Background: an optimization exercise with open tools, aiming at a short achievable clock period and few clock cycles. Do not read the settings as production practice.
The RTL was checked by simulation tests, not by an equivalence proof against the original design.
Power is estimated from default activity; no workload was simulated.

### config.mk
export PLATFORM = sky130hd
export DESIGN_NAME = lc4_pipeline
export DESIGN_NICKNAME = lc4_pipeline
export VERILOG_FILES = /design/flow/design.v
export SDC_FILE = /design/flow/constraint.sdc
export NUM_CORES = 4
export LEC_CHECK = 0
export CAP_MARGIN = 20
export CORE_MARGIN = 2
export CORE_UTILIZATION = 40
export SETUP_SLACK_MARGIN = 3.0
export SLEW_MARGIN = 20
export SYNTH_HIERARCHICAL = 1
export SYNTH_MINIMUM_KEEP_SIZE = 0
### constraint.sdc
create_clock -name core_clock -period 5.0 [get_ports {gwe}]
set_input_delay 1.0000 -clock core_clock [delete_from_list [all_inputs] [get_ports {gwe}]]
set_output_delay 1.0000 -clock core_clock [all_outputs]
set_load 0.01 [all_outputs]
### design.v
`default_nettype none
package lc4_pkg;
   typedef logic [16-1:0] word_t;
   typedef logic [3-1:0] rsel_t;
   typedef logic [2:0]             nzp_t;   
   typedef enum logic [3:0] {
      OP_BR    = 4'b0000,
      OP_ARITH = 4'b0001,
      OP_LOGIC = 4'b0101,
      OP_LDR   = 4'b0110,
      OP_STR   = 4'b0111,
      OP_CONST = 4'b1001,
      OP_JMP   = 4'b1100
   } opcode_e;
   typedef enum logic [1:0] {
      STALL_NONE  = 2'd0,
      STALL_FLUSH = 2'd2,   
      STALL_LOAD  = 2'd3    
   } stall_e;
endpackage
`default_nettype wire
`timescale 1ns/100ps
`default_nettype none
module lc4_c_inv   (input wire a, output wire y); assign y = ~a; endmodule
module lc4_c_buf   (input wire a, output wire y); assign y = a; endmodule
module lc4_c_nand2 (input wire a, input wire b, output wire y); assign y = ~(a & b); endmodule
module lc4_c_nor2  (input wire a, input wire b, output wire y); assign y = ~(a | b); endmodule
module lc4_c_xor2  (input wire a, input wire b, output wire y); assign y = a ^ b; endmodule
module lc4_c_xnor2 (input wire a, input wire b, output wire y); assign y = ~(a ^ b); endmodule
module lc4_c_nand4 (input wire a, input wire b, input wire c, input wire d, output wire y);
   assign y = ~(a & b & c & d);
endmodule
module lc4_c_nor4  (input wire a, input wire b, input wire c, input wire d, output wire y);
   assign y = ~(a | b | c | d);
endmodule
module lc4_c_aoi21 (input wire a1, input wire a2, input wire b, output wire y);
   assign y = ~((a1 & a2) | b);
endmodule
module lc4_c_oai21 (input wire a1, input wire a2, input wire b, output wire y);
   assign y = ~((a1 | a2) & b);
endmodule
module lc4_c_aoi22 (input wire a1, input wire a2, input wire b1, input wire b2, output wire y);
   assign y = ~((a1 & a2) | (b1 & b2));
endmodule
module lc4_c_mux2  (input wire s, input wire a0, input wire a1, output wire y);
   assign y = s ? a1 : a0;
endmodule
module lc4_ks_carry (
   input  wire [15:0] g,
   input  wire [15:0] t,
   output wire [15:0] c
);
   wire [15:0] g1n, t1n, g2, t2, g3n, t3n;
   genvar k;
   generate
      for (k = 0; k < 16; k++) begin : l1   
         if (k >= 1) begin : f
            lc4_c_aoi21 ug (.a1(t[k]), .a2(g[k-1]), .b(g[k]), .y(g1n[k]));
            lc4_c_nand2 ut (.a(t[k]), .b(t[k-1]), .y(t1n[k]));
         end else begin : p
            lc4_c_inv   ug (.a(g[k]), .y(g1n[k]));
            assign t1n[k] = 1'b1;
         end
      end
      for (k = 0; k < 16; k++) begin : l2   
         if (k >= 2) begin : f
            lc4_c_oai21 ug (.a1(t1n[k]), .a2(g1n[k-2]), .b(g1n[k]), .y(g2[k]));
            lc4_c_nor2  ut (.a(t1n[k]), .b(t1n[k-2]), .y(t2[k]));
         end else begin : p
            lc4_c_inv   ug (.a(g1n[k]), .y(g2[k]));
            assign t2[k] = 1'b0;
         end
      end
      for (k = 0; k < 16; k++) begin : l3   
         if (k >= 4) begin : f
            lc4_c_aoi21 ug (.a1(t2[k]), .a2(g2[k-4]), .b(g2[k]), .y(g3n[k]));
            lc4_c_nand2 ut (.a(t2[k]), .b(t2[k-4]), .y(t3n[k]));
         end else begin : p
            lc4_c_inv   ug (.a(g2[k]), .y(g3n[k]));
            assign t3n[k] = 1'b1;
         end
      end
      for (k = 0; k < 16; k++) begin : l4   
         if (k >= 8) begin : f
            lc4_c_oai21 ug (.a1(t3n[k]), .a2(g3n[k-8]), .b(g3n[k]), .y(c[k]));
         end else begin : p
            lc4_c_inv   ug (.a(g3n[k]), .y(c[k]));
         end
      end
   endgenerate
endmodule
module lc4_c_mux2i (input wire s, input wire a0, input wire a1, output wire y);
   assign y = ~(s ? a1 : a0);
endmodule
module lc4_hold #(parameter int W = 16) (
   input  wire         en,
   input  wire [W-1:0] q,    
   input  wire [W-1:0] d,    
   output wire [W-1:0] y
);
   genvar i;
   generate
      for (i = 0; i < W; i++) begin : bit_g
         lc4_c_mux2 um (.s(en), .a0(q[i]), .a1(d[i]), .y(y[i]));
      end
   endgenerate
endmodule
module lc4_bufv #(parameter int W = 16) (
   input  wire [W-1:0] a,
   output wire [W-1:0] y
);
   genvar i;
   generate
      for (i = 0; i < W; i++) begin : bit_g
         lc4_c_buf ub (.a(a[i]), .y(y[i]));
      end
   endgenerate
endmodule
module lc4_inc16 (
   input  wire [15:0] a,
   output wire [15:0] s
);
   wire [15:0] n1, p2, n3, p4;
   genvar i;
   generate
      for (i = 0; i < 16; i++) begin : bit_g
         if (i >= 1) begin : l1f lc4_c_nand2 u (.a(a[i]), .b(a[i-1]), .y(n1[i])); end
         else        begin : l1p lc4_c_inv   u (.a(a[i]), .y(n1[i])); end
         if (i >= 2) begin : l2f lc4_c_nor2  u (.a(n1[i]), .b(n1[i-2]), .y(p2[i])); end
         else        begin : l2p lc4_c_inv   u (.a(n1[i]), .y(p2[i])); end
         if (i >= 4) begin : l3f lc4_c_nand2 u (.a(p2[i]), .b(p2[i-4]), .y(n3[i])); end
         else        begin : l3p lc4_c_inv   u (.a(p2[i]), .y(n3[i])); end
         if (i >= 8) begin : l4f lc4_c_nor2  u (.a(n3[i]), .b(n3[i-8]), .y(p4[i])); end
         else        begin : l4p lc4_c_inv   u (.a(n3[i]), .y(p4[i])); end
         if (i >= 1) begin : sf  lc4_c_xor2  u (.a(a[i]), .b(p4[i-1]), .y(s[i])); end
         else        begin : sp  lc4_c_inv   u (.a(a[i]), .y(s[i])); end
      end
   endgenerate
endmodule
module lc4_ks_carry_n (
   input  wire [15:0] gn,
   input  wire [15:0] tn,
   output wire [15:0] cn
);
   wire [15:0] g1, t1, g2n, t2n, g3, t3;
   genvar k;
   generate
      for (k = 0; k < 16; k++) begin : l1   
         if (k >= 1) begin : f
            lc4_c_oai21 ug (.a1(tn[k]), .a2(gn[k-1]), .b(gn[k]), .y(g1[k]));
            lc4_c_nor2  ut (.a(tn[k]), .b(tn[k-1]), .y(t1[k]));
         end else begin : p
            lc4_c_inv   ug (.a(gn[k]), .y(g1[k]));
            assign t1[k] = 1'b0;
         end
      end
      for (k = 0; k < 16; k++) begin : l2   
         if (k >= 2) begin : f
            lc4_c_aoi21 ug (.a1(t1[k]), .a2(g1[k-2]), .b(g1[k]), .y(g2n[k]));
            lc4_c_nand2 ut (.a(t1[k]), .b(t1[k-2]), .y(t2n[k]));
         end else begin : p
            lc4_c_inv   ug (.a(g1[k]), .y(g2n[k]));
            assign t2n[k] = 1'b1;
         end
      end
      for (k = 0; k < 16; k++) begin : l3   
         if (k >= 4) begin : f
            lc4_c_oai21 ug (.a1(t2n[k]), .a2(g2n[k-4]), .b(g2n[k]), .y(g3[k]));
            lc4_c_nor2  ut (.a(t2n[k]), .b(t2n[k-4]), .y(t3[k]));
         end else begin : p
            lc4_c_inv   ug (.a(g2n[k]), .y(g3[k]));
            assign t3[k] = 1'b0;
         end
      end
      for (k = 0; k < 16; k++) begin : l4   
         if (k >= 8) begin : f
            lc4_c_aoi21 ug (.a1(t3[k]), .a2(g3[k-8]), .b(g3[k]), .y(cn[k]));
         end else begin : p
            lc4_c_inv   ug (.a(g3[k]), .y(cn[k]));
         end
      end
   endgenerate
endmodule
module lc4_add16 (
   input  wire [15:0] a,
   input  wire [15:0] b,
   input  wire        ci,
   output wire [15:0] s
);
   wire [15:0] gn, tn, x, cn;
   wire        cin_n;
   genvar i;
   generate
      for (i = 0; i < 16; i++) begin : bit_g
         lc4_c_nand2 ug (.a(a[i]), .b(b[i]), .y(gn[i]));
         lc4_c_nor2  ut (.a(a[i]), .b(b[i]), .y(tn[i]));
         lc4_c_xor2  ux (.a(a[i]), .b(b[i]), .y(x[i]));
         lc4_c_xnor2 us (.a(x[i]), .b(cn[i]), .y(s[i]));
      end
   endgenerate
   lc4_c_inv uci (.a(ci), .y(cin_n));
   lc4_ks_carry_n uc (.gn({gn[14:0], cin_n}), .tn({tn[14:0], 1'b1}), .cn(cn));
endmodule
module lc4_pcmux_bit (
   input  wire s9, t9, s11, t11,
   input  wire rest_n,   
   output wire y
);
   wire tn;
   lc4_c_aoi22 ua (.a1(s9), .a2(t9), .b1(s11), .b2(t11), .y(tn));
   lc4_c_nand2 un (.a(tn), .b(rest_n), .y(y));
endmodule
module lc4_alu_bit (
   input  wire m,            
   input  wire mb,           
   input  wire a_reg,        
   input  wire b_reg,        
   input  wire sub,          
   input  wire sa_m, sa_r,   
   input  wire sb_m, sb_r,   
   input  wire op_add, op_addxor, op_xor, op_and, op_or,
   input  wire s_nxt,        
   output wire g,            
   output wire t,            
   output wire x,            
   output wire y0n,          
   output wire y1n,          
   output wire z0n,          
   output wire z1n           
);
   wire an, bn, bs, y0, y1;
   lc4_c_aoi22 ua (.a1(sa_m), .a2(m), .b1(sa_r), .b2(a_reg), .y(an));
   lc4_c_xor2  us (.a(b_reg), .b(sub), .y(bs));
   lc4_c_aoi22 ub (.a1(sb_m), .a2(mb), .b1(sb_r), .b2(bs), .y(bn));
   lc4_c_nor2  ug (.a(an), .b(bn), .y(g));
   lc4_c_nand2 ut (.a(an), .b(bn), .y(t));
   lc4_c_xor2  ux (.a(an), .b(bn), .y(x));
   assign y0  = (op_addxor & x) | (op_and & g) | (op_or & t);
   assign y1  = (op_add & ~x) | (op_xor & x) | (op_and & g) | (op_or & t);
   assign y0n = ~y0;
   assign y1n = ~y1;
   assign z0n = ~(y0 ^ s_nxt);
   assign z1n = ~(y1 ^ s_nxt);
endmodule
module lc4_alu (
   input  wire [15:0] i_m,
   input  wire [15:0] i_mb,
   input  wire [15:0] i_a,
   input  wire [15:0] i_b,
   input  wire [15:0] i_sa_m, i_sa_r, i_sb_m, i_sb_r,   
   input  wire [15:0] i_subv,                          
   input  wire        i_sub,
   input  wire        i_op_add, i_op_addxor, i_op_xor, i_op_and, i_op_or,
   input  wire        i_s_nxt,
   output wire [15:0] o_res,
   output wire [15:0] o_resb,
   output wire        o_zero
);
   wire [15:0] g, t, x, y0n, y1n, z0n, z1n, c, e;
   wire [3:0]  za_n, zl_n;
   wire        z_add, z_log;
   genvar i;
   generate
      for (i = 0; i < 16; i++) begin : bit_g
         lc4_alu_bit ub (
            .m(i_m[i]), .mb(i_mb[i]), .a_reg(i_a[i]), .b_reg(i_b[i]), .sub(i_subv[i]),
            .sa_m(i_sa_m[i]), .sa_r(i_sa_r[i]), .sb_m(i_sb_m[i]), .sb_r(i_sb_r[i]),
            .op_add(i_op_add), .op_addxor(i_op_addxor), .op_xor(i_op_xor),
            .op_and(i_op_and), .op_or(i_op_or), .s_nxt(i_s_nxt),
            .g(g[i]), .t(t[i]), .x(x[i]), .y0n(y0n[i]), .y1n(y1n[i]), .z0n(z0n[i]), .z1n(z1n[i])
         );
         lc4_c_mux2i ur (.s(c[i]), .a0(y0n[i]), .a1(y1n[i]), .y(o_res[i]));
         lc4_c_mux2i uq (.s(c[i]), .a0(z0n[i]), .a1(z1n[i]), .y(o_resb[i]));
         if (i == 0) begin : z0
            lc4_c_xnor2 ue (.a(x[i]), .b(i_sub), .y(e[i]));
         end else begin : zn
            lc4_c_xnor2 ue (.a(x[i]), .b(t[i-1]), .y(e[i]));
         end
      end
      for (i = 0; i < 4; i++) begin : zt
         lc4_c_nand4 ua (.a(e[4*i]), .b(e[4*i+1]), .c(e[4*i+2]), .d(e[4*i+3]), .y(za_n[i]));
         lc4_c_nand4 ul (.a(y0n[4*i]), .b(y0n[4*i+1]), .c(y0n[4*i+2]), .d(y0n[4*i+3]),
                         .y(zl_n[i]));
      end
   endgenerate
   lc4_c_nor4 uza (.a(za_n[0]), .b(za_n[1]), .c(za_n[2]), .d(za_n[3]), .y(z_add));
   lc4_c_nor4 uzl (.a(zl_n[0]), .b(zl_n[1]), .c(zl_n[2]), .d(zl_n[3]), .y(z_log));
   lc4_c_mux2 uz  (.s(i_op_add), .a0(z_log), .a1(z_add), .y(o_zero));
   lc4_ks_carry uc (.g({g[14:0], i_sub}), .t({t[14:0], 1'b0}), .c(c));
endmodule
`default_nettype wire
module lc4_fsel (
   input  wire brv,           
   input  wire m_setcc,       
   input  wire n, z,          
   input  wire mn, mz, mp,    
   input  wire misw,          
   input  wire stall,
   input  wire boot,
   input  wire [15:0] fi,     
   output wire mis,
   output wire s_alt, s_hold, s_t9, s_t11, s_seq
);
   wire mis_m, f_pred, f_j;
   lc4_fpred up (.i(fi), .y(f_pred));
   assign f_j    = fi[15];
   assign mis_m  = n ? mn : (z ? mz : mp);
   assign mis    = brv && (m_setcc ? mis_m : misw);
   assign s_alt  = mis;
   assign s_hold = !mis && (stall || !boot);
   assign s_t9   = !mis && !stall && boot && f_pred && !f_j;
   assign s_t11  = !mis && !stall && boot && f_pred && f_j;
   assign s_seq  = !mis && !stall && boot && !f_pred;
endmodule
module lc4_fpred (
   input  wire [15:0] i,
   output wire        y
);
   wire c, brc;
   assign c   = !i[13] && !i[12];
   assign brc = (i[8] && (i[11] || i[10] || i[9])) || (i[11] && i[10] && i[9]);
   assign y   = c && ((i[15] && i[14] && i[11]) || (!i[15] && !i[14] && brc));
endmodule
`timescale 1ns/100ps
`default_nettype none
module lc4_pipeline (
   input  wire                 gwe,
   input  wire                 i_arst_n,
   output lc4_pkg::word_t      o_imem_addr,
   input  wire lc4_pkg::word_t i_imem_data,
   output lc4_pkg::word_t      o_dmem_addr,
   output logic                o_dmem_we,
   output lc4_pkg::word_t      o_dmem_wdata,
   input  wire lc4_pkg::word_t i_dmem_rdata,
   output lc4_pkg::stall_e     o_wb_stall,
   output lc4_pkg::word_t      o_wb_pc,
   output lc4_pkg::word_t      o_wb_insn,
   output logic                o_wb_rf_we,
   output lc4_pkg::rsel_t      o_wb_rf_wsel,
   output lc4_pkg::word_t      o_wb_rf_wdata,
   output logic                o_wb_nzp_we,
   output lc4_pkg::nzp_t       o_wb_nzp
);
   localparam int NS = 4;   
   function automatic logic [2:0] nzp_of(input logic [15:0] v);
      nzp_of = {v[15], v == 16'd0, !v[15] && (v != 16'd0)};
   endfunction
   function automatic logic [7:0] onehot(input logic [2:0] r);
      onehot = 8'd1 << r;
   endfunction
   logic [15:0] pc, pc_o, pc_p1;   
   localparam logic [15:0] K_PC = 16'h8200;
   localparam logic [15:0] K_P1 = 16'h8200 + 16'd1;
   logic [15:0] pc_x, pc_p1x, pc_p1ax;
   logic        r_boot;   
   logic [15:0] pc_p1a;   
   logic        r_bub;   
   assign pc    = pc_x ^ K_PC;
   assign pc_p1 = pc_p1x ^ K_P1;
   assign pc_p1a = pc_p1ax ^ K_P1;
   assign o_wb_stall = r_bub ? lc4_pkg::STALL_FLUSH : lc4_pkg::STALL_NONE;
   logic        d_valid, stall_q;
   logic [15:0] d_pc, d_pcp1, d_pcp2, d_insn, d_imm_b;
   logic [7:0]  d_rs1h, d_rt1h, d_rd1h;
   logic        d_we, d_use_rs, d_use_rt, d_ldr, d_str, d_br, d_pred, d_sub;
   logic        d_op_add, d_op_addxor, d_op_and, d_op_or, d_op_xor;
   logic        x_valid;
   logic [15:0] x_pc, x_insn, x_a, x_b, x_sd, x_alt, x_altp1;
   logic [NS-1:0] x_sa_m, x_sa_r, x_sb_m, x_sb_r, x_subc;
   logic        x_bps;
   logic        x_we, x_ld, x_st, x_brv, x_pred;
   logic        x_mn, x_mz, x_mp;   
   logic        x_misw;             
   logic [2:0]  x_rd, x_mask;
   logic [7:0]  x_rd1h;
   logic        x_sub, x_op_add, x_op_addxor, x_op_and, x_op_or, x_op_xor;
   logic        m_valid, m_st_v;
   logic [15:0] m_pc, m_insn, m_res, m_mb, m_sd, m_addr;
   logic        m_we, m_ld, m_z, m_setcc;
   logic [2:0]  m_rd;
   logic [7:0]  m_rd1h;
   logic        w_valid;
   logic [15:0] w_val;
   logic        w_we;
   logic [2:0]  w_rd;
   logic [7:0]  w_rd1h;
   logic [15:0] rf [8];
   logic [2:0]  ccw;   
   assign o_imem_addr = pc_o;
   logic [15:0] fi;
   logic [3:0]  f_op;
   logic        f_arith, f_arith_ok, f_logic, f_ldr, f_str, f_const, f_br, f_jmp, f_not;
   logic        f_sub, f_we, f_use_rs, f_use_rt, f_triv, f_pred, f_hazard;
   logic [15:0] f_imm_b, f_off9, f_off11;
   logic [15:0] f_tgt9, f_tgt11, f_tgt9p1, f_tgt11p1, pc_p2;
   assign fi         = i_imem_data;
   assign f_op       = fi[15:12];
   assign f_arith    = f_op == 4'b0001;
   assign f_arith_ok = f_arith && (fi[5] || !fi[3]);
   assign f_logic    = f_op == 4'b0101;
   assign f_ldr      = f_op == 4'b0110;
   assign f_str      = f_op == 4'b0111;
   assign f_const    = f_op == 4'b1001;
   assign f_br       = f_op == 4'b0000 && fi[11:9] != 3'b000;
   assign f_jmp      = f_op == 4'b1100 && fi[11];
   assign f_not      = f_logic && !fi[5] && fi[4:3] == 2'b01;
   assign f_sub      = f_arith && !fi[5] && fi[4:3] == 2'b10;
   assign f_we       = f_arith_ok || f_logic || f_ldr || f_const;
   assign f_use_rs   = f_arith_ok || f_logic || f_ldr || f_str;
   assign f_use_rt   = (f_arith_ok || f_logic) && !fi[5] && !f_not;
   assign f_triv     = fi[15] ? (fi[10:0] == 11'd0) : (fi[8:0] == 9'd0);
   lc4_fpred u_fpred (.i(fi), .y(f_pred));
   assign f_imm_b    = (f_ldr || f_str) ? {{10{fi[5]}}, fi[5:0]} :
                       f_const          ? {{7{fi[8]}}, fi[8:0]} :
                       f_not            ? 16'hFFFF :
                                          {{11{fi[4]}}, fi[4:0]};
   assign f_hazard   = (f_use_rs && fi[8:6] == d_insn[11:9]) ||
                       (f_use_rt && fi[2:0] == d_insn[11:9]) || f_br;
   assign f_off9  = {{7{fi[8]}}, fi[8:0]};
   assign f_off11 = {{5{fi[10]}}, fi[10:0]};
   lc4_add16 u_t9   (.a(pc_p1a), .b(f_off9),  .ci(1'b0), .s(f_tgt9));
   lc4_add16 u_t11  (.a(pc_p1a), .b(f_off11), .ci(1'b0), .s(f_tgt11));
   lc4_add16 u_t9p  (.a(pc_p1), .b(f_off9),  .ci(1'b1), .s(f_tgt9p1));
   lc4_add16 u_t11p (.a(pc_p1), .b(f_off11), .ci(1'b1), .s(f_tgt11p1));
   lc4_inc16 u_inc  (.a(pc_p1), .s(pc_p2));
   logic stall;
   logic [15:0] d_bt, d_btp1;
   lc4_add16 u_bt   (.a(d_pcp1), .b({{7{d_insn[8]}}, d_insn[8:0]}), .ci(1'b0), .s(d_bt));
   lc4_add16 u_btp  (.a(d_pcp1), .b({{7{d_insn[8]}}, d_insn[8:0]}), .ci(1'b1), .s(d_btp1));
   assign stall = stall_q && d_valid;
   logic        mh_s, mh_t, mh_d, wh_s, wh_t, wh_d;
   logic        a_ld, a_m, a_w, a_rf, b_ld, b_m, b_w, b_rf, b_im, s_ld, s_m, s_w, s_rf;
   logic [15:0] rf_s, rf_t, rf_d;
   logic [15:0] a_nxt, b_nxt, sd_nxt;
   always_comb begin
      rf_s = '0;
      rf_t = '0;
      rf_d = '0;
      for (int k = 0; k < 8; k++) begin
         rf_s = rf_s | (d_rs1h[k] ? rf[k] : 16'd0);
         rf_t = rf_t | (d_rt1h[k] ? rf[k] : 16'd0);
         rf_d = rf_d | (d_rd1h[k] ? rf[k] : 16'd0);
      end
   end
   assign mh_s = m_valid && m_we && |(d_rs1h & m_rd1h);
   assign mh_t = m_valid && m_we && |(d_rt1h & m_rd1h);
   assign mh_d = m_valid && m_we && |(d_rd1h & m_rd1h);
   assign wh_s = w_valid && w_we && |(d_rs1h & w_rd1h);
   assign wh_t = w_valid && w_we && |(d_rt1h & w_rd1h);
   assign wh_d = w_valid && w_we && |(d_rd1h & w_rd1h);
   assign a_ld = d_use_rs && mh_s && m_ld;
   assign a_m  = d_use_rs && mh_s && !m_ld;
   assign a_w  = d_use_rs && !mh_s && wh_s;
   assign a_rf = d_use_rs && !mh_s && !wh_s;
   assign b_ld = d_use_rt && mh_t && m_ld;
   assign b_m  = d_use_rt && mh_t && !m_ld;
   assign b_w  = d_use_rt && !mh_t && wh_t;
   assign b_rf = d_use_rt && !mh_t && !wh_t;
   assign b_im = !d_use_rt;
   assign s_ld = mh_d && m_ld;
   assign s_m  = mh_d && !m_ld;
   assign s_w  = !mh_d && wh_d;
   assign s_rf = !mh_d && !wh_d;
   assign a_nxt  = ({16{a_ld}} & i_dmem_rdata) | ({16{a_m}} & m_res) |
                   ({16{a_w}} & w_val) | ({16{a_rf}} & rf_s);
   assign b_nxt  = ({16{b_ld}} & i_dmem_rdata) | ({16{b_m}} & m_res) |
                   ({16{b_w}} & w_val) | ({16{b_rf}} & rf_t) | ({16{b_im}} & d_imm_b);
   assign sd_nxt = ({16{s_ld}} & i_dmem_rdata) | ({16{s_m}} & m_res) |
                   ({16{s_w}} & w_val) | ({16{s_rf}} & rf_d);
   logic bpa_nxt, bpb_nxt;
   assign bpa_nxt = d_use_rs && x_valid && x_we && |(d_rs1h & x_rd1h);
   assign bpb_nxt = d_use_rt && x_valid && x_we && |(d_rt1h & x_rd1h);
   logic [NS-1:0] sa_m_nxt, sa_r_nxt, sb_m_nxt, sb_r_nxt, sub_nxt;
   genvar gi;
   generate
      for (gi = 0; gi < NS; gi++) begin : sel
         lc4_c_buf u_sam (.a(bpa_nxt), .y(sa_m_nxt[gi]));
         lc4_c_inv u_sar (.a(bpa_nxt), .y(sa_r_nxt[gi]));
         lc4_c_buf u_sbm (.a(bpb_nxt), .y(sb_m_nxt[gi]));
         lc4_c_inv u_sbr (.a(bpb_nxt), .y(sb_r_nxt[gi]));
         lc4_c_buf u_sub (.a(d_sub),   .y(sub_nxt[gi]));
      end
   endgenerate
   logic [15:0] x_res, x_resb;
   logic [15:0] sa_m16, sa_r16, sb_m16, sb_r16, sub16;
   logic        x_zero;
   logic [2:0]  m_nzp_f;
   logic        x_mis;
   always_comb begin
      for (int i = 0; i < 16; i++) begin
         sa_m16[i] = x_sa_m[i / (16 / NS)];
         sa_r16[i] = x_sa_r[i / (16 / NS)];
         sb_m16[i] = x_sb_m[i / (16 / NS)];
         sb_r16[i] = x_sb_r[i / (16 / NS)];
         sub16[i]  = x_subc[i / (16 / NS)];
      end
   end
   lc4_alu u_alu (
      .i_m(m_res), .i_mb(m_mb), .i_a(x_a), .i_b(x_b),
      .i_sa_m(sa_m16), .i_sa_r(sa_r16), .i_sb_m(sb_m16), .i_sb_r(sb_r16), .i_subv(sub16),
      .i_sub(x_sub), .i_op_add(x_op_add), .i_op_addxor(x_op_addxor), .i_op_xor(x_op_xor),
      .i_op_and(x_op_and), .i_op_or(x_op_or), .i_s_nxt(d_sub),
      .o_res(x_res), .o_resb(x_resb), .o_zero(x_zero)
   );
   assign m_nzp_f = {m_res[15], m_z, !m_res[15] && !m_z};
   logic [2:0] ccw_nxt;
   assign ccw_nxt = !(m_valid && m_we) ? ccw : (m_ld ? nzp_of(i_dmem_rdata) : m_nzp_f);
   logic [7:0]  s_alt, s_hold, s_t9, s_t11, s_seq, mis_c;
   logic [15:0] pc_nxt, pc_nxt_o, pcp1_nxt, pcp1_nxt_a, x_res_o;
   logic [15:0] pc_rest_n, pcp1_rest_n;
   logic        s_alt_c, s_hold_c, s_t9_c, s_t11_c, s_seq_c;
   lc4_fsel u_fsel_c (
      .brv(x_brv), .m_setcc(m_setcc), .n(m_res[15]), .z(m_z), .mn(x_mn), .mz(x_mz),
      .mp(x_mp), .misw(x_misw), .stall(stall), .boot(r_boot), .fi(fi),
      .mis(x_mis), .s_alt(s_alt_c), .s_hold(s_hold_c), .s_t9(s_t9_c), .s_t11(s_t11_c),
      .s_seq(s_seq_c)
   );
   generate
      for (gi = 0; gi < 8; gi++) begin : fs
         lc4_fsel u_fsel (
            .brv(x_brv), .m_setcc(m_setcc), .n(m_res[15]), .z(m_z), .mn(x_mn), .mz(x_mz),
            .mp(x_mp), .misw(x_misw), .stall(stall), .boot(r_boot), .fi(fi),
            .mis(mis_c[gi]), .s_alt(s_alt[gi]), .s_hold(s_hold[gi]),
            .s_t9(s_t9[gi]), .s_t11(s_t11[gi]), .s_seq(s_seq[gi])
         );
      end
   endgenerate
   generate
      for (gi = 0; gi < 16; gi++) begin : pcm
         assign pc_rest_n[gi]   = ~((s_alt[gi/2] & x_alt[gi]) | (s_hold[gi/2] & pc[gi]) |
                                    (s_seq[gi/2] & pc_p1[gi]));
         assign pcp1_rest_n[gi] = ~((s_alt[gi/2] & x_altp1[gi]) | (s_hold[gi/2] & pc_p1[gi]) |
                                    (s_seq[gi/2] & pc_p2[gi]));
         lc4_pcmux_bit u_pc (.s9(s_t9[gi/2]), .t9(f_tgt9[gi]), .s11(s_t11[gi/2]),
                             .t11(f_tgt11[gi]), .rest_n(pc_rest_n[gi]), .y(pc_nxt[gi]));
         lc4_pcmux_bit u_p1 (.s9(s_t9[gi/2]), .t9(f_tgt9p1[gi]), .s11(s_t11[gi/2]),
                             .t11(f_tgt11p1[gi]), .rest_n(pcp1_rest_n[gi]), .y(pcp1_nxt[gi]));
      end
   endgenerate
   lc4_bufv #(16) u_pco (.a(pc_nxt), .y(pc_nxt_o));
   lc4_bufv #(16) u_p1a (.a(pcp1_nxt), .y(pcp1_nxt_a));
   lc4_bufv #(16) u_mad (.a(x_res), .y(x_res_o));
   logic [15:0] m_val_o;
   lc4_bufv #(16) u_mvo (.a(m_ld ? i_dmem_rdata : m_res), .y(m_val_o));
   localparam int DW = 5 * 16 + 3 * 8 + 13;
   logic [DW-1:0] d_cur, d_new, d_nxt;
   assign d_cur = {d_insn, d_pc, d_pcp1, d_pcp2, d_imm_b, d_rs1h, d_rt1h,
                   d_rd1h, d_we, d_use_rs, d_use_rt, d_ldr, d_str, d_br, d_pred, d_sub,
                   d_op_add, d_op_addxor, d_op_and, d_op_or, d_op_xor};
   assign d_new = {fi, pc, pc_p1, pc_p2, f_imm_b, onehot(fi[8:6]),
                   onehot(fi[2:0]), onehot(fi[11:9]), f_we, f_use_rs, f_use_rt, f_ldr,
                   f_str, f_br && !f_triv, f_pred, f_sub, !f_logic && !f_const,
                   (!f_logic && !f_const) || (f_logic && !fi[5] && fi[3]),
                   f_logic && (fi[5] || fi[4:3] == 2'b00),
                   f_const || (f_logic && !fi[5] && fi[4:3] == 2'b10),
                   f_logic && !fi[5] && fi[3]};
   lc4_hold #(DW) u_dhold (.en(!stall), .q(d_cur), .d(d_new), .y(d_nxt));
   logic [15:0] rf_nxt [8];
   generate
      for (gi = 0; gi < 8; gi++) begin : rfw
         lc4_hold #(16) u_h (.en(w_valid && w_we && w_rd1h[gi]), .q(rf[gi]), .d(w_val),
                             .y(rf_nxt[gi]));
      end
   endgenerate
   always_ff @(posedge gwe or negedge i_arst_n) begin
      if (!i_arst_n) begin
         pc_x    <= '0;
         r_boot  <= 1'b0;
         pc_p1x  <= '0;
         pc_p1ax <= '0;
         d_valid <= 1'b0;
         stall_q <= 1'b0;
         x_valid <= 1'b0;
         x_brv   <= 1'b0;
         m_valid <= 1'b0;
         w_valid <= 1'b0;
         ccw     <= 3'b000;
         for (int k = 0; k < 8; k++) rf[k] <= '0;
      end else begin
         pc_x   <= pc_nxt ^ K_PC;
         r_boot <= 1'b1;
         pc_p1x  <= pcp1_nxt ^ K_P1;
         pc_p1ax <= pcp1_nxt_a ^ K_P1;
         if (x_mis) begin
            d_valid <= 1'b0;
         end else if (!stall) begin
            d_valid <= r_boot;
         end
         stall_q <= !stall && d_valid && d_ldr && f_hazard;
         x_valid <= d_valid && !stall && !x_mis;
         x_brv   <= d_valid && !stall && !x_mis && d_br;
         m_valid <= x_valid;
         w_valid <= m_valid;
         for (int k = 0; k < 8; k++) rf[k] <= rf_nxt[k];
         if (m_valid && m_we) ccw <= m_ld ? nzp_of(i_dmem_rdata) : m_nzp_f;
      end
   end
   always_ff @(posedge gwe) begin
      pc_o        <= pc_nxt_o;
      m_st_v      <= x_valid && x_st;
      r_bub       <= !m_valid;
      o_wb_rf_we  <= m_valid && m_we;
      o_wb_nzp_we <= m_valid && m_we;
   end
   always_ff @(posedge gwe) begin
      {d_insn, d_pc, d_pcp1, d_pcp2, d_imm_b, d_rs1h, d_rt1h, d_rd1h, d_we,
       d_use_rs, d_use_rt, d_ldr, d_str, d_br, d_pred, d_sub, d_op_add, d_op_addxor,
       d_op_and, d_op_or, d_op_xor} <= d_nxt;
      x_pc     <= d_pc;
      x_insn   <= d_insn;
      x_a      <= a_nxt;
      x_b      <= b_nxt;
      x_sd     <= sd_nxt;
      x_sa_m   <= sa_m_nxt;
      x_sa_r   <= sa_r_nxt;
      x_sb_m   <= sb_m_nxt;
      x_sb_r   <= sb_r_nxt;
      x_subc   <= sub_nxt;
      x_bps    <= d_str && x_valid && x_we && |(d_rd1h & x_rd1h);
      x_alt    <= d_pred ? d_pcp1 : d_bt;
      x_altp1  <= d_pred ? d_pcp2 : d_btp1;
      x_we     <= d_we;
      x_ld     <= d_ldr;
      x_st     <= d_str;
      x_mn     <= d_insn[11] != d_pred;
      x_mz     <= d_insn[10] != d_pred;
      x_mp     <= d_insn[9] != d_pred;
      x_misw   <= |(d_insn[11:9] & ccw_nxt) != d_pred;
      x_pred   <= d_pred;
      x_rd     <= d_insn[11:9];
      x_rd1h   <= d_rd1h;
      x_mask   <= d_insn[11:9];
      x_sub    <= d_sub;
      x_op_add    <= d_op_add;
      x_op_addxor <= d_op_addxor;
      x_op_and    <= d_op_and;
      x_op_or     <= d_op_or;
      x_op_xor    <= d_op_xor;
      m_pc   <= x_pc;
      m_insn <= x_insn;
      m_res  <= x_res;
      m_addr <= x_res_o;
      m_mb   <= x_resb;
      m_z    <= x_zero;
      m_sd   <= x_bps ? (m_ld ? i_dmem_rdata : m_res) : x_sd;
      m_we   <= x_we;
      m_setcc <= x_valid && x_we;
      m_ld   <= x_ld;
      m_rd   <= x_rd;
      m_rd1h <= x_rd1h;
      w_val  <= m_ld ? i_dmem_rdata : m_res;
      w_we   <= m_we;
      w_rd   <= m_rd;
      w_rd1h <= m_rd1h;
      o_wb_pc       <= m_pc;
      o_wb_insn     <= m_insn;
      o_wb_rf_wsel  <= m_rd;
      o_wb_rf_wdata <= m_val_o;
      o_wb_nzp      <= m_ld ? nzp_of(i_dmem_rdata) : m_nzp_f;
   end
   assign o_dmem_addr  = m_addr;
   assign o_dmem_we    = m_st_v;
   assign o_dmem_wdata = m_sd;
endmodule
`default_nettype wire
### run.sh
#!/bin/bash
# synth_recipe.tcl (not shown) runs the flow's synth.tcl, then flattens the netlist and writes it again
# the make line also repeats each setting of config.mk as NAME=value (left out here)
make -C /OpenROAD-flow-scripts/flow DESIGN_CONFIG=/design/flow/config.mk WORK_HOME=/design/flow/orfs CLKGATE_MAP_FILE= SYNTH_SCRIPT=/design/flow/synth_recipe.tcl finish
==> results of run 1 <==
## timing repair
item / 4_1_cts / 5_1_grt
resized for setup: 875 / 347
pin swaps: 63 / 98
gates cloned: 12 / 4
buffers inserted: 74 / 89
endpoints found under the setup margin: 377 / 273
## path summary, 6_finish.rpt
check | endpoint | cells past startpoint | startpoint | slack, ns
setup / recovery | m_z$_DFF_P_ | 7 | x_sa_m[2]$_DFF_P_ | 2.86
hold / removal | m_insn[4]$_DFF_P_ | 0 | x_insn[4]$_DFF_P_ | 0.32
setup reg to reg | m_z$_DFF_P_ | 7 | x_sa_m[2]$_DFF_P_ | 2.86
hold reg to reg | m_insn[4]$_DFF_P_ | 0 | x_insn[4]$_DFF_P_ | 0.32
max in group asynchronous | pc_p1x[3]$_DFF_PN0_ | 2 | i_arst_n | 3.44
min in group asynchronous | rf[2][10]$_DFF_PN0_ | 1 | i_arst_n | 0.36
## power by group through the flow
stage	Combinational (mW)	Clock (mW)	Sequential (mW)
global placement	6.10	0	7.92
CTS	6.36	5.69	7.86
detailed placement	6.12	0	7.91
global route	7.44	5.92	8.06
floorplan	4.47	0	7.45
finish	6.95	5.61	7.94
## layout make-up
class | count | area (sq um) | share of cell area
clock inverters | 39 | 444.2 | 0.01037
diodes | 1 | 2.502 | 0.00005844
inverters | 190 | 724.4 | 0.01692
clock buffers | 96 | 2122 | 0.04955
multi-input cells | 2376 | 20200 | 0.4717
flip-flops and latches | 659 | 14290 | 0.3338
well taps | 1144 | 1431 | 0.03342
repair buffers | 377 | 3607 | 0.08423
## through the flow
| stage | worst slack, ns | cells | utilization | instance area (sq um) |
|---|---|---|---|---|
| 2_1_floorplan | 2.367 | 3400 | - | 34370 |
| 3_3_place_gp | 1.077 | 4567 | 0.4300 | 36500 |
| 3_5_place_dp | 0.9635 | 4567 | 0.4300 | 36500 |
| 4_1_cts | 2.861 | 4788 | 0.4794 | 40690 |
| 5_1_grt | 2.751 | 4881 | 0.5045 | 42820 |
| 6_report | 2.865 | 4882 | 0.5045 | 42820 |
## cells in the final DEF, fill, tap and decap left out, types with 16 or more instances in the layout
cell / count
a221oi_1: 49
a31oi_1: 25
nand3_1: 17
dfrtp_1: 169
clkbuf_16: 84
a21oi_2: 173
a22oi_2: 75
nor2_2: 87
o22ai_1: 16
buf_4: 194
o22a_1: 17
inv_1: 183
nand2_2: 19
xor2_1: 162
nor2_1: 205
nor2_4: 24
xnor2_1: 106
buf_12: 19
dfxtp_2: 84
buf_2: 56
buf_6: 80
mux2_2: 33
nand4_1: 30
a21oi_1: 35
nand2_1: 266
a222oi_1: 32
mux2i_1: 61
o21ai_1: 151
o21ai_0: 44
a22o_1: 64
o21ai_2: 54
dfxtp_1: 379
mux2_4: 247
nor2b_1: 21
a22oi_1: 121
## worst max-delay path, stage by stage, from the launching register on
cell	delay, ns
dfxtp_1	0.36
a22oi_2	0.43
nand2_2	0.14
a22o_1	0.27
a21oi_2	0.19
nand4_1	0.21
nor4_2	0.29
mux2_4	0.18
## routing by layer
metal	share of wire	up-vias	global-route usage
li1	-	12648	-
met1	0.41	13715	0.3371
met2	0.46	1377	0.4134
met3	0.078	308	0.05126
met4	0.052	2	0.1165
met5	0.00014	-	0
==> summary.md, run 1 <==
| Metric | Value |
|---|---|
| Status | finished clean |
| Final setup fails | 0 |
| Critical Path End Type | register |
| Pleak | 17.73 nW |
| RSZ-0062 raised after global routing | true |
| Die width | 296.1 um |
| Setup CP Type | register to register |
| Number of port buffers | 139 |
| Worst min-delay path class | register to register |
| Largest net degree at the start of global routing | 84 |
| GRT Resource Usage Total | 0.2585 |
| Max-cap violations | 0 |
| Largest fanout on the critical path | 4 |
| Setup crit start kind | register |
| Vias in the first global route | 26,855 |
| Clock power frac | 0.274 |
| Fillcell total | 7,808 |
| GRT overflow | 0 |
| Share of cells above drive strength 1 | 0.4001 |
| Final period util | 0.4271 |
| Number of iterations in the first detailed-routing pass | 6 |
| Clock skew | 0.04915 ns |
| Core box area | 84,880 sq um |
| Initial Util | 0.4021 |
| Num rows | 107 |
| Area growth syn-to-layout | 25.48% |
| Design Power | 20.50 mW |
| Post-synthesis instance total | 3,394 |
| VDD IR max | 0.0003229 V |
| Number of H-tree levels | 3 |
| CTS tree | done |
| Tmin final | 2.135 ns |
| Routability Congestion | 0.9187 |
| Ys Warns | 10 |
| First-pass GRT wire length | 171.1 mm |
| Clock Latency Late Sink | 0.65 ns |
| Combinational share of power | 0.339 |
| ANT nets after route | 0 |
| Pwr/cell area | 478.8 nW/um^2 |
| Via-per-instance ratio | 5.746 |
| Reg power frac | 0.387 |
| Fin Setup TNS | 0 ns |
| Max reg flops | 128 |
| Die area | 87,670 sq um |
| WP data required | 5.58 ns |
| Measured slew at the worst slew-check pin | 1.182 ns |
| Fmax | 468.3 MHz |
| Power Internal | 12.90 mW |
| Hold slack | 0.3239 ns |
| Vias | 28,050 |
| Hold-fix buffers at CTS | 0 |
| Dpl hpwl | 77.46 mm |
| Worst path arrival time | 2.72 ns |
| Synthesized area | 34,130 sq um |
| Total CTS buffers | 73 |
| Mean post-synth cell area | 10.06 sq um |
| CTS Buffer Depth | 3 |
| Final Net Count | 3,711 |
| Hold Vio Cnt, Final | 0 |
| DRT iter0 DRCs | 2,887 |
| Io pins | 141 |
| Clock Sinks | 659 |
| Initial antenna violation count | 2 |
| Sw Pwr | 7.605 mW |
| Slew HR | 0.2107 |
| CTS root buf | clkbuf_16 |
| Residual DRC | 0 |
| Pins Over Slew Limit | 0 |
| Post-DR wirelength/cell | 24.19 um |
| Routed WL | 118.1 mm |
| Chip height | 296.1 um |
| Largest reg by FF count | rf |
| Clk slew on worst S/H paths | 0.06 ns |
| Switch share | 0.3709 |
Testbench counts, summed over its fixed seeds: cycles 9,766.
==> run 2: changes to the inputs <==
--- a/design.v
+++ b/design.v
@@ -28,4 +28,7 @@
 module lc4_c_xor2  (input wire a, input wire b, output wire y); assign y = a ^ b; endmodule
 module lc4_c_xnor2 (input wire a, input wire b, output wire y); assign y = ~(a ^ b); endmodule
+module lc4_c_nand3 (input wire a, input wire b, input wire c, output wire y);
+   assign y = ~(a & b & c);
+endmodule
 module lc4_c_nand4 (input wire a, input wire b, input wire c, input wire d, output wire y);
    assign y = ~(a & b & c & d);
@@ -43,4 +46,8 @@
    assign y = ~((a1 & a2) | (b1 & b2));
 endmodule
+module lc4_c_aoi222 (input wire a1, input wire a2, input wire b1, input wire b2,
+                     input wire c1, input wire c2, output wire y);
+   assign y = ~((a1 & a2) | (b1 & b2) | (c1 & c2));
+endmodule
 module lc4_c_mux2  (input wire s, input wire a0, input wire a1, output wire y);
    assign y = s ? a1 : a0;
@@ -214,13 +221,14 @@
    input  wire m,            
    input  wire mb,           
+   input  wire ld,           
    input  wire a_reg,        
    input  wire b_reg,        
    input  wire sub,          
-   input  wire sa_m, sa_r,   
-   input  wire sb_m, sb_r,   
+   input  wire sa_m, sa_l, sa_r,   
+   input  wire sb_m, sb_l, sb_r,   
    input  wire op_add, op_addxor, op_xor, op_and, op_or,
    input  wire s_nxt,        
-   output wire g,            
-   output wire t,            
+   output wire gn,           
+   output wire tn,           
    output wire x,            
    output wire y0n,          
@@ -229,11 +237,19 @@
    output wire z1n           
 );
-   wire an, bn, bs, y0, y1;
-   lc4_c_aoi22 ua (.a1(sa_m), .a2(m), .b1(sa_r), .b2(a_reg), .y(an));
-   lc4_c_xor2  us (.a(b_reg), .b(sub), .y(bs));
-   lc4_c_aoi22 ub (.a1(sb_m), .a2(mb), .b1(sb_r), .b2(bs), .y(bn));
-   lc4_c_nor2  ug (.a(an), .b(bn), .y(g));
-   lc4_c_nand2 ut (.a(an), .b(bn), .y(t));
-   lc4_c_xor2  ux (.a(an), .b(bn), .y(x));
+   wire a1, a2, a3, b1, b2, b3, a, b, bs, g, t, y0, y1;
+   lc4_c_nand2 ua1 (.a(sa_m), .b(m), .y(a1));
+   lc4_c_nand2 ua2 (.a(sa_l), .b(ld), .y(a2));
+   lc4_c_nand2 ua3 (.a(sa_r), .b(a_reg), .y(a3));
+   lc4_c_nand3 ua  (.a(a1), .b(a2), .c(a3), .y(a));
+   lc4_c_xor2  us  (.a(b_reg), .b(sub), .y(bs));
+   lc4_c_nand2 ub1 (.a(sb_m), .b(mb), .y(b1));
+   lc4_c_nand2 ub2 (.a(sb_l), .b(ld), .y(b2));
+   lc4_c_nand2 ub3 (.a(sb_r), .b(bs), .y(b3));
+   lc4_c_nand3 ub  (.a(b1), .b(b2), .c(b3), .y(b));
+   lc4_c_nand2 ug  (.a(a), .b(b), .y(gn));
+   lc4_c_nor2  ut  (.a(a), .b(b), .y(tn));
+   lc4_c_xor2  ux  (.a(a), .b(b), .y(x));
+   assign g   = ~gn;
+   assign t   = ~tn;
    assign y0  = (op_addxor & x) | (op_and & g) | (op_or & t);
    assign y1  = (op_add & ~x) | (op_xor & x) | (op_and & g) | (op_or & t);
@@ -246,7 +262,9 @@
    input  wire [15:0] i_m,
    input  wire [15:0] i_mb,
+   input  wire [15:0] i_ld,
    input  wire [15:0] i_a,
    input  wire [15:0] i_b,
-   input  wire [15:0] i_sa_m, i_sa_r, i_sb_m, i_sb_r,   
+   input  wire [15:0] i_sa_m, i_sa_l, i_sa_r,          
+   input  wire [15:0] i_sb_m, i_sb_l, i_sb_r,
    input  wire [15:0] i_subv,                          
    input  wire        i_sub,
@@ -257,23 +275,25 @@
    output wire        o_zero
 );
-   wire [15:0] g, t, x, y0n, y1n, z0n, z1n, c, e;
+   wire [15:0] gn, tn, x, y0n, y1n, z0n, z1n, cn, e;
    wire [3:0]  za_n, zl_n;
-   wire        z_add, z_log;
+   wire        z_add, z_log, sub_n;
    genvar i;
    generate
       for (i = 0; i < 16; i++) begin : bit_g
          lc4_alu_bit ub (
-            .m(i_m[i]), .mb(i_mb[i]), .a_reg(i_a[i]), .b_reg(i_b[i]), .sub(i_subv[i]),
-            .sa_m(i_sa_m[i]), .sa_r(i_sa_r[i]), .sb_m(i_sb_m[i]), .sb_r(i_sb_r[i]),
+            .m(i_m[i]), .mb(i_mb[i]), .ld(i_ld[i]), .a_reg(i_a[i]), .b_reg(i_b[i]),
+            .sub(i_subv[i]), .sa_m(i_sa_m[i]), .sa_l(i_sa_l[i]), .sa_r(i_sa_r[i]),
+            .sb_m(i_sb_m[i]), .sb_l(i_sb_l[i]), .sb_r(i_sb_r[i]),
             .op_add(i_op_add), .op_addxor(i_op_addxor), .op_xor(i_op_xor),
             .op_and(i_op_and), .op_or(i_op_or), .s_nxt(i_s_nxt),
-            .g(g[i]), .t(t[i]), .x(x[i]), .y0n(y0n[i]), .y1n(y1n[i]), .z0n(z0n[i]), .z1n(z1n[i])
+            .gn(gn[i]), .tn(tn[i]), .x(x[i]), .y0n(y0n[i]), .y1n(y1n[i]), .z0n(z0n[i]),
+            .z1n(z1n[i])
          );
-         lc4_c_mux2i ur (.s(c[i]), .a0(y0n[i]), .a1(y1n[i]), .y(o_res[i]));
-         lc4_c_mux2i uq (.s(c[i]), .a0(z0n[i]), .a1(z1n[i]), .y(o_resb[i]));
+         lc4_c_mux2i ur (.s(cn[i]), .a0(y1n[i]), .a1(y0n[i]), .y(o_res[i]));
+         lc4_c_mux2i uq (.s(cn[i]), .a0(z1n[i]), .a1(z0n[i]), .y(o_resb[i]));
          if (i == 0) begin : z0
             lc4_c_xnor2 ue (.a(x[i]), .b(i_sub), .y(e[i]));
          end else begin : zn
-            lc4_c_xnor2 ue (.a(x[i]), .b(t[i-1]), .y(e[i]));
+            lc4_c_xor2  ue (.a(x[i]), .b(tn[i-1]), .y(e[i]));
          end
       end
@@ -287,7 +307,7 @@
    lc4_c_nor4 uzl (.a(zl_n[0]), .b(zl_n[1]), .c(zl_n[2]), .d(zl_n[3]), .y(z_log));
    lc4_c_mux2 uz  (.s(i_op_add), .a0(z_log), .a1(z_add), .y(o_zero));
-   lc4_ks_carry uc (.g({g[14:0], i_sub}), .t({t[14:0], 1'b0}), .c(c));
+   lc4_c_inv uci (.a(i_sub), .y(sub_n));
+   lc4_ks_carry_n uc (.gn({gn[14:0], sub_n}), .tn({tn[14:0], 1'b1}), .cn(cn));
 endmodule
-`default_nettype wire
 module lc4_fsel (
    input  wire brv,           
@@ -367,5 +387,5 @@
    logic        x_valid;
    logic [15:0] x_pc, x_insn, x_a, x_b, x_sd, x_alt, x_altp1;
-   logic [NS-1:0] x_sa_m, x_sa_r, x_sb_m, x_sb_r, x_subc;
+   logic [NS-1:0] x_sa_m, x_sa_l, x_sa_r, x_sb_m, x_sb_l, x_sb_r, x_subc;
    logic        x_bps;
    logic        x_we, x_ld, x_st, x_brv, x_pred;
@@ -415,6 +435,5 @@
                        f_not            ? 16'hFFFF :
                                           {{11{fi[4]}}, fi[4:0]};
-   assign f_hazard   = (f_use_rs && fi[8:6] == d_insn[11:9]) ||
-                       (f_use_rt && fi[2:0] == d_insn[11:9]) || f_br;
+   assign f_hazard   = (f_sub && fi[2:0] == d_insn[11:9]) || f_br;
    assign f_off9  = {{7{fi[8]}}, fi[8:0]};
    assign f_off11 = {{5{fi[10]}}, fi[10:0]};
@@ -468,20 +487,24 @@
    assign sd_nxt = ({16{s_ld}} & i_dmem_rdata) | ({16{s_m}} & m_res) |
                    ({16{s_w}} & w_val) | ({16{s_rf}} & rf_d);
-   logic bpa_nxt, bpb_nxt;
-   assign bpa_nxt = d_use_rs && x_valid && x_we && |(d_rs1h & x_rd1h);
-   assign bpb_nxt = d_use_rt && x_valid && x_we && |(d_rt1h & x_rd1h);
-   logic [NS-1:0] sa_m_nxt, sa_r_nxt, sb_m_nxt, sb_r_nxt, sub_nxt;
+   logic bpa_nxt, bpb_nxt, bla_nxt, blb_nxt;
+   assign bpa_nxt = d_use_rs && x_valid && x_we && !x_ld && |(d_rs1h & x_rd1h);
+   assign bpb_nxt = d_use_rt && x_valid && x_we && !x_ld && |(d_rt1h & x_rd1h);
+   assign bla_nxt = d_use_rs && x_valid && x_ld && |(d_rs1h & x_rd1h);
+   assign blb_nxt = d_use_rt && x_valid && x_ld && |(d_rt1h & x_rd1h);
+   logic [NS-1:0] sa_m_nxt, sa_l_nxt, sa_r_nxt, sb_m_nxt, sb_l_nxt, sb_r_nxt, sub_nxt;
    genvar gi;
    generate
       for (gi = 0; gi < NS; gi++) begin : sel
-         lc4_c_buf u_sam (.a(bpa_nxt), .y(sa_m_nxt[gi]));
-         lc4_c_inv u_sar (.a(bpa_nxt), .y(sa_r_nxt[gi]));
-         lc4_c_buf u_sbm (.a(bpb_nxt), .y(sb_m_nxt[gi]));
-         lc4_c_inv u_sbr (.a(bpb_nxt), .y(sb_r_nxt[gi]));
+         lc4_c_buf  u_sam (.a(bpa_nxt), .y(sa_m_nxt[gi]));
+         lc4_c_buf  u_sal (.a(bla_nxt), .y(sa_l_nxt[gi]));
+         lc4_c_nor2 u_sar (.a(bpa_nxt), .b(bla_nxt), .y(sa_r_nxt[gi]));
+         lc4_c_buf  u_sbm (.a(bpb_nxt), .y(sb_m_nxt[gi]));
+         lc4_c_buf  u_sbl (.a(blb_nxt), .y(sb_l_nxt[gi]));
+         lc4_c_nor2 u_sbr (.a(bpb_nxt), .b(blb_nxt), .y(sb_r_nxt[gi]));
          lc4_c_buf u_sub (.a(d_sub),   .y(sub_nxt[gi]));
       end
    endgenerate
    logic [15:0] x_res, x_resb;
-   logic [15:0] sa_m16, sa_r16, sb_m16, sb_r16, sub16;
+   logic [15:0] sa_m16, sa_l16, sa_r16, sb_m16, sb_l16, sb_r16, sub16;
    logic        x_zero;
    logic [2:0]  m_nzp_f;
@@ -490,6 +513,8 @@
       for (int i = 0; i < 16; i++) begin
          sa_m16[i] = x_sa_m[i / (16 / NS)];
+         sa_l16[i] = x_sa_l[i / (16 / NS)];
          sa_r16[i] = x_sa_r[i / (16 / NS)];
          sb_m16[i] = x_sb_m[i / (16 / NS)];
+         sb_l16[i] = x_sb_l[i / (16 / NS)];
          sb_r16[i] = x_sb_r[i / (16 / NS)];
          sub16[i]  = x_subc[i / (16 / NS)];
@@ -497,6 +522,7 @@
    end
    lc4_alu u_alu (
-      .i_m(m_res), .i_mb(m_mb), .i_a(x_a), .i_b(x_b),
-      .i_sa_m(sa_m16), .i_sa_r(sa_r16), .i_sb_m(sb_m16), .i_sb_r(sb_r16), .i_subv(sub16),
+      .i_m(m_res), .i_mb(m_mb), .i_ld(i_dmem_rdata), .i_a(x_a), .i_b(x_b),
+      .i_sa_m(sa_m16), .i_sa_l(sa_l16), .i_sa_r(sa_r16),
+      .i_sb_m(sb_m16), .i_sb_l(sb_l16), .i_sb_r(sb_r16), .i_subv(sub16),
       .i_sub(x_sub), .i_op_add(x_op_add), .i_op_addxor(x_op_addxor), .i_op_xor(x_op_xor),
       .i_op_and(x_op_and), .i_op_or(x_op_or), .i_s_nxt(d_sub),
@@ -613,6 +639,8 @@
       x_sd     <= sd_nxt;
       x_sa_m   <= sa_m_nxt;
+      x_sa_l   <= sa_l_nxt;
       x_sa_r   <= sa_r_nxt;
       x_sb_m   <= sb_m_nxt;
+      x_sb_l   <= sb_l_nxt;
       x_sb_r   <= sb_r_nxt;
       x_subc   <= sub_nxt;
==> summary.md, run 2 <==
| Metric | Value |
|---|---|
| Status | finished clean |
| Worst Path Buf+Inv | 1 |
| Setup crit start kind | register |
| DRT iter0 DRCs | 3,092 |
| VDD IR max | 0.0003520 V |
| Initial antenna violation count | 1 |
| Core box area | 85,410 sq um |
| Finished Cell Area | 43,760 sq um |
| Slew HR | 0.3450 |
| RSZ-0062 raised after global routing | true |
| Antenna diodes | 0 |
| Fin Setup TNS | 0 ns |
| CTS tree | done |
| GRT Resource Usage Total | 0.2625 |
| Initial Util | 0.4048 |
| Met1 Usage GRT | 0.3393 |
| Number of iterations in the first detailed-routing pass | 6 |
| Fillcell total | 7,834 |
| Synthesized area | 34,570 sq um |
| Routability Congestion | 0.9304 |
| Clock skew | 0.03261 ns |
| Clk slew on worst S/H paths | 0.06 ns |
| CTS root buf | clkbuf_16 |
| Design Power | 20.78 mW |
| Max reg flops | 128 |
| Met3 GRT Util | 0.05535 |
| Worst min-delay path class | register to register |
| Setup CP Type | register to output port |
| First-pass GRT wire length | 177.5 mm |
| Die area | 88,800 sq um |
| Max incr delay on CP | 0.38 ns |
| Slowest CP cell | dfxtp_4 |
| Area growth syn-to-layout | 26.57% |
| Measured slew at the worst slew-check pin | 0.9825 ns |
| Clock Sinks | 667 |
| WP data required | 4.00 ns |
| Final core utilization | 0.5123 |
| Clock Latency Late Sink | 0.65 ns |
| Num rows | 107 |
| Pwr/cell area | 474.9 nW/um^2 |
| Commonest non-fill, non-tap cell in the layout | dfxtp_1 |
| Number of port buffers | 139 |
| Fmax | 472.4 MHz |
| Final Net Count | 3,815 |
| Post-DP Area | 37,800 sq um |
| Final period util | 0.4234 |
| Die width | 298 um |
| Number of H-tree levels | 3 |
| Post-synthesis instance total | 3,539 |
| GR Layer Usage met2 | 0.4154 |
| Io pins | 141 |
| Hold Vio Cnt, Final | 0 |
| Final setup fails | 0 |
| Vias | 28,751 |
| WHS Path Cells | 0 |
| CP cell instances | buf_6 |
| Residual DRC | 0 |
| Commonest cells after routing, fill and taps aside | dfxtp_1 (374), nand2_1 (347), mux2_4 (247) |
| GRT overflow | 0 |
| Vias in the first global route | 27,569 |
| Tmin final | 2.117 ns |
| Ys Warns | 10 |
| Top delay family on crit path | flip-flops |
| Pleak | 18.35 nW |
| Post-DR wirelength/cell | 24.50 um |
| Cell depth of the worst setup path | 1 |
| Largest net degree at the start of global routing | 96 |
| ANT nets after route | 0 |
| Max-cap violations | 0 |
| Largest reg by FF count | rf |
| Total CTS buffers | 73 |
| Routed WL | 122.2 mm |
| Critical Path End Type | output port |
| Hold slack | 0.3213 ns |
| GRT Max-Usage Layer | met2 |
| Worst reg-to-reg path cell count | 10 |
| Pins Over Slew Limit | 0 |
| Via-per-instance ratio | 5.768 |
| Mean post-synth cell area | 9.770 sq um |
| Worst path arrival time | 1.12 ns |
| CTS Buffer Depth | 3 |
| Dpl hpwl | 78.84 mm |
| Share of cells above drive strength 1 | 0.3903 |
| Chip height | 298 um |
| Largest fanout on the critical path | 2 |
run 2: timing repair:
action,in CTS,in global routing
pin swaps,64,115
gates resized for setup,901,308
setup buffers,81,53
hold buffers,0,0
gates cloned,9,7
hold endpoints to repair,0,0
setup endpoints to repair,376,270
run 2: power by group:
group / total [mW] / internal [mW] / switching [mW]
Clock: 5.80 / 3.45 / 2.35
Combinational: 6.97 / 3.16 / 3.82
Sequential: 8.01 / 6.62 / 1.39
Total: 20.8 / 13.2 / 7.56
run 2: per-layer routing:
| layer | vias up | routed length (um) |
|---|---|---|
| li1 | 13021 | - |
| met1 | 13937 | 49730 |
| met2 | 1430 | 55580 |
| met3 | 361 | 9992 |
| met4 | 2 | 6841 |
| met5 | - | 17 |
run 2: metrics by stage:
| stage | setup slack [ns] | std cells |
|---|---|---|
| after floorplan | 2.354 | 3545 |
| after global placement | 1.196 | 4699 |
| after detailed placement | 1.107 | 4699 |
| after CTS | 2.859 | 4924 |
| after global routing | 2.848 | 4985 |
| final | 2.883 | 4985 |
run 2: path summary, 6_finish.rpt:
kind                                     start                     to  slack, ns
min                          m_insn[6]$_DFF_P_   o_wb_insn[6]$_DFF_P_       0.32
max reg2reg                pc_p1x[0]$_DFF_PN0_  pc_p1ax[15]$_DFF_PN0_       2.95
min reg2reg                  m_insn[6]$_DFF_P_   o_wb_insn[6]$_DFF_P_       0.32
max                        o_wb_nzp_we$_DFF_P_             o_wb_rf_we       2.88
max in group asynchronous             i_arst_n    pc_p1x[6]$_DFF_PN0_       3.40
min in group asynchronous             i_arst_n    rf[1][10]$_DFF_PN0_       0.43
run 2: final cells by class:
cell class / instances / area, sq um / area share
Clock buffer: 106 / 2197 / 0.05021
Clock inverter: 29 / 399.1 / 0.009121
Tap cell: 1144 / 1431 / 0.03271
Multi-Input combinational cell: 2481 / 20910 / 0.4777
Timing Repair Buffer: 343 / 3511 / 0.08023
Sequential cell: 667 / 14500 / 0.3313
Inverter: 215 / 820.8 / 0.01876
Testbench counts of run 2, summed over its fixed seeds: cycles 9,657.

separate check: timing with driven ports:
In the flow no input, the clock included, has a driving cell. The finished layouts below were timed again as built, in two steps.
Step 1 sets driving cells, clkbuf_16 on the clock port and buf_2 on the other inputs (assumed; they add their load-dependent delay and slew).
Step 2 also shifts input and output timing later by t, the mid clock arrival at the registers, as if the neighbouring blocks saw the same clock.
a / b / c = ideal / step 1 / step 2; a / b = the first two.
| run | t, ns | setup slack, ns | latest minus earliest clock arrival (ns) | worst register clock-pin slew, ns |
|---|---|---|---|---|
| run 1 | 0.696 | 2.865 / 2.703 / 2.008 | 0.053 / 0.053 | 0.07 / 0.07 |
| run 2 | 0.699 | 2.883 / 2.763 / 2.065 | 0.037 / 0.037 | 0.07 / 0.07 |
After both steps every run listed still meets setup and hold. The setup slack of run 1, which loses most, moves by -0.162 ns with the drivers and by -0.857 ns with both steps.
